This is an optimization exercise on Yosys and OpenROAD, whose aim is small area, not a production implementation.
Only simulation tests tie the RTL to the original design; equivalence was not proved.
Power and IR drop assume default switching activity.

==> delta: inputs <==
==> flow/design.v <==
module risc_op_issue (
    input  logic        clk,
    input  logic        rst,
    input  logic        instr_valid,
    input  logic [31:0] instr,
    output logic        instr_ready,
    output logic [31:0] alu_x1,
    output logic [31:0] alu_x2,
    output logic [19:0] alu_instr,
    output logic        alu_cin,
    output logic        alu_opcode_4,
    input  logic [31:0] alu_y,
    input  logic        alu_cout,
    output logic        wb_valid,
    output logic [4:0]  wb_rd,
    output logic [31:0] wb_data,
    output logic        illegal,
    input  logic [4:0]  dbg_addr,
    output logic [31:0] dbg_data,
    output logic [31:0] retired
);
    typedef enum logic [1:0] {IDLE, EXEC, WB} state_t;
    localparam logic [6:0] OPC_OP     = 7'b0110011;
    localparam logic [6:0] OPC_OP_IMM = 7'b0010011;
    state_t      state_q, state_d;
    logic [31:0] instr_q, instr_d;
    logic [31:0] result_q, result_d;
    logic [4:0]  wb_rd_q, wb_rd_d;
    logic        wb_valid_q, wb_valid_d;
    logic [31:0] rf_q [32];
    logic        rf_we;
    logic        supported;
    logic        unused_cout;
    assign unused_cout = alu_cout;
    assign supported = (instr_q[6:0] == OPC_OP) || (instr_q[6:0] == OPC_OP_IMM);
    always_comb begin
        state_d      = state_q;
        instr_d      = instr_q;
        result_d     = result_q;
        wb_rd_d      = wb_rd_q;
        wb_valid_d   = 1'b0;
        rf_we        = 1'b0;
        instr_ready  = 1'b0;
        illegal      = 1'b0;
        alu_x1       = '0;
        alu_x2       = '0;
        alu_instr    = '0;
        alu_cin      = 1'b0;
        alu_opcode_4 = 1'b0;
        case (state_q)
            IDLE: begin
                instr_ready = 1'b1;
                if (instr_valid) begin
                    instr_d = instr;
                    state_d = EXEC;
                end
            end
            EXEC: begin
                alu_x1       = rf_q[instr_q[19:15]];
                alu_x2       = rf_q[instr_q[24:20]];
                alu_instr    = instr_q[31:12];
                alu_opcode_4 = instr_q[5];
                if (supported) begin
                    result_d   = alu_y;
                    wb_rd_d    = instr_q[11:7];
                    wb_valid_d = 1'b1;
                    state_d    = WB;
                end else begin
                    illegal = 1'b1;
                    state_d = IDLE;
                end
            end
            WB: begin
                if (wb_rd_q != 5'd0) begin
                    rf_we = 1'b1;
                end
                state_d = IDLE;
            end
            default: state_d = IDLE;
        endcase
    end
    always_ff @(posedge clk or posedge rst) begin
        if (rst) begin
            state_q    <= IDLE;
            instr_q    <= '0;
            result_q   <= '0;
            wb_rd_q    <= '0;
            wb_valid_q <= 1'b0;
            for (int i = 0; i < 32; i++) begin
                rf_q[i] <= '0;
            end
        end else begin
            state_q    <= state_d;
            instr_q    <= instr_d;
            result_q   <= result_d;
            wb_rd_q    <= wb_rd_d;
            wb_valid_q <= wb_valid_d;
            if (rf_we) begin
                rf_q[wb_rd_q] <= result_q;
            end
        end
    end
    assign wb_valid = wb_valid_q;
    assign wb_rd    = wb_rd_q;
    assign wb_data  = result_q;
    assign dbg_data = rf_q[dbg_addr];
    logic [31:0] retired_q, retired_d;
    always_comb begin
        retired_d = retired_q;
        if (state_q == WB) begin
            retired_d = retired_q + 32'd1;
        end
    end
    always_ff @(posedge clk or posedge rst) begin
        if (rst) begin
            retired_q <= '0;
        end else begin
            retired_q <= retired_d;
        end
    end
    assign retired = retired_q;
endmodule
==> flow/run.sh <==
#!/bin/bash
# synth_recipe.tcl (not shown) runs the flow's synth.tcl, then flattens the netlist and writes it again
# the make line also repeats each setting of config.mk as NAME=value (left out here)
make -C /OpenROAD-flow-scripts/flow DESIGN_CONFIG=/design/flow/config.mk WORK_HOME=/design/flow/orfs CLKGATE_MAP_FILE= SYNTH_SCRIPT=/design/flow/synth_recipe.tcl finish
==> flow/config.mk <==
export PLATFORM = sky130hd
export DESIGN_NAME = risc_op_issue
export DESIGN_NICKNAME = risc_op_issue
export VERILOG_FILES = /design/flow/design.v
export SDC_FILE = /design/flow/constraint.sdc
export NUM_CORES = 4
export LEC_CHECK = 0
export CAP_MARGIN = 20
export CORE_MARGIN = 2
export CORE_UTILIZATION = 25
export PLACE_DENSITY = 0.3
export SLEW_MARGIN = 20
==> flow/constraint.sdc <==
create_clock -name core_clock -period 9.0 [get_ports {clk}]
set_input_delay 1.8000 -clock core_clock [delete_from_list [all_inputs] [get_ports {clk}]]
set_output_delay 1.8000 -clock core_clock [all_outputs]
set_load 0.01 [all_outputs]
==> indigo (differences from delta) <==
==> flow/design.v, changed modules only <==
module risc_op_issue (
    input  logic        clk,
    input  logic        rst,
    input  logic        instr_valid,
    input  logic [31:0] instr,
    output logic        instr_ready,
    output logic [31:0] alu_x1,
    output logic [31:0] alu_x2,
    output logic [19:0] alu_instr,
    output logic        alu_cin,
    output logic        alu_opcode_4,
    input  logic [31:0] alu_y,
    input  logic        alu_cout,
    output logic        wb_valid,
    output logic [4:0]  wb_rd,
    output logic [31:0] wb_data,
    output logic        illegal,
    input  logic [4:0]  dbg_addr,
    output logic [31:0] dbg_data,
    output logic [31:0] retired
);
    localparam logic [6:0] OPC_OP     = 7'b0110011;
    localparam logic [6:0] OPC_OP_IMM = 7'b0010011;
    logic        exec_q, wb_q, illegal_q;
    logic        idle, take, wb_go;
    logic [19:0] hi_q;         
    logic        op5_q;        
    logic [4:0]  rd_q;         
    logic [31:0] op1_q;        
    logic [31:0] result_q;
    logic [4:0]  wb_rd_q;
    logic [31:1] rf_v_q;
    logic [31:0] rf_q [1:31];
    logic [31:1] rf_we;
    logic [4:0]  addr_a;
    logic [31:1] sel_a, sel_d;
    logic [31:0] port_a, port_d;
    logic        unused_cout;
    assign unused_cout = alu_cout;
    assign idle  = ~(exec_q | wb_q);
    assign take  = idle & instr_valid;
    assign wb_go = exec_q & ~illegal_q;
    always_ff @(posedge clk or posedge rst) begin
        if (rst) begin
            exec_q    <= 1'b0;
            wb_q      <= 1'b0;
            illegal_q <= 1'b0;
        end else begin
            exec_q    <= take;
            wb_q      <= wb_go;
            illegal_q <= take & (instr[6:0] != OPC_OP) & (instr[6:0] != OPC_OP_IMM);
        end
    end
    always_ff @(posedge clk) begin
        hi_q  <= instr[31:12];
        op5_q <= instr[5];
        rd_q  <= instr[11:7];
        op1_q <= port_a;
    end
    always_ff @(posedge clk or posedge rst) begin
        if (rst) begin
            result_q <= '0;
            wb_rd_q  <= '0;
        end else if (wb_go) begin
            result_q <= alu_y;
            wb_rd_q  <= rd_q;
        end
    end
    always_comb begin
        for (int i = 1; i < 32; i++) begin
            rf_we[i] = wb_q & (wb_rd_q == 5'(i));
        end
    end
    always_ff @(posedge clk or posedge rst) begin
        if (rst) begin
            rf_v_q <= '0;
        end else begin
            rf_v_q <= rf_v_q | rf_we;
        end
    end
    always_ff @(posedge clk) begin
        for (int i = 1; i < 32; i++) begin
            if (rf_we[i]) rf_q[i] <= result_q;
        end
    end
    assign addr_a = exec_q ? hi_q[12:8] : instr[19:15];
    always_comb begin
        port_a = '0;
        port_d = '0;
        for (int i = 1; i < 32; i++) begin
            sel_a[i] = rf_v_q[i] & (addr_a == 5'(i));
            sel_d[i] = rf_v_q[i] & (dbg_addr == 5'(i));
            port_a   = port_a | ({32{sel_a[i]}} & rf_q[i]);
            port_d   = port_d | ({32{sel_d[i]}} & rf_q[i]);
        end
    end
    assign instr_ready  = idle;
    assign alu_x1       = {32{exec_q}} & op1_q;
    assign alu_x2       = {32{exec_q}} & port_a;
    assign alu_instr    = {20{exec_q}} & hi_q;
    assign alu_cin      = 1'b0;
    assign alu_opcode_4 = exec_q & op5_q;
    assign illegal      = illegal_q;
    assign wb_valid     = wb_q;
    assign wb_rd        = wb_rd_q;
    assign wb_data      = result_q;
    assign dbg_data     = port_d;
    logic [31:0] retired_q;
    always_ff @(posedge clk or posedge rst) begin
        if (rst) begin
            retired_q <= '0;
        end else begin
            retired_q <= retired_q + {31'd0, wb_q};
        end
    end
    assign retired = retired_q;
endmodule
- CORE_UTILIZATION: 25 -> 50
- PLACE_DENSITY: 0.3 -> 0.6
==> notes <==
- Of delta and indigo, delta has the higher die area (gap 150%, measured against indigo).
- In critical path depth, indigo and delta do not differ.
- In indigo the global-route usage is higher than in delta, by 8.3 points.
- Of delta and indigo, indigo has the higher worst hold slack (gap 41 ps).
- Register-to-register slack: delta is higher than indigo (160 ps).
- Against delta, the maximum frequency of indigo is lower by about 1.7%.
==> figures <==
|  | indigo | delta |
|---|---|---|
| Sequential group power | 7.20 mW | 5.64 mW |
| Smallest hold slack | 461.3 ps | 420.1 ps |
| Hpwl dp | 126400 um | 320100 um |
| Synthesized-area fraction occupied by adder cells | 0.0005104 | 0.0002023 |
| Design internal power | 10.21 mW | 9.623 mW |
| Power per standard cell area | 242.9 nW/um^2 | 191.1 nW/um^2 |
| Netlist cell types | 66 | 80 |
| Setup WS pre-CTS | 885.9 ps | 893.7 ps |
| Fin worst setup slack | 742.0 ps | 882.9 ps |
| Capture point of the worst reg-to-reg path | op1_q[2] | rf_q[27][9] |
| First-pass detailed-route iteration total | 14 | 9 |
| Status | no timing/DRC/antenna violations | no timing/DRC/antenna violations |
| Time the worst path needs with I/O delays and setup | 8258 ps | 8117 ps |
| Fraction of registers with async set/reset | 0.08933 | 1.000 |

separate check: timing with driven ports:
No port has a modelled driver above. Below, the same layouts with a new extraction and two added sets of constraints.
Step 1 (the two cells are an assumption about what drives the block):
set clk [get_ports {clk}]
set_driving_cell -lib_cell sky130_fd_sc_hd__clkbuf_16 $clk
set_driving_cell -lib_cell sky130_fd_sc_hd__buf_2 [delete_from_list [all_inputs] $clk]
Step 2 adds t to the input delays and takes it off the output delays; t is the mean of the earliest and latest rising clock arrival at the registers after step 1. Input paths then give back, and output paths get back, about the clock's delay inside the block.
Slacks: ideal ports / drivers / drivers and shift; pairs: ideal ports / drivers.
run	shift t [ns]	slack for setup (ns)	latest minus earliest clock arrival (ns)
delta	0.930	0.883 / 0.860 / 0.860	0.041 / 0.041
indigo	0.808	0.742 / 0.708 / 0.708	0.040 / 0.040
After both steps every run listed still meets setup and hold. For indigo, which loses most, drivers alone change the setup slack by -0.034 ns; drivers and shift together by -0.034 ns.
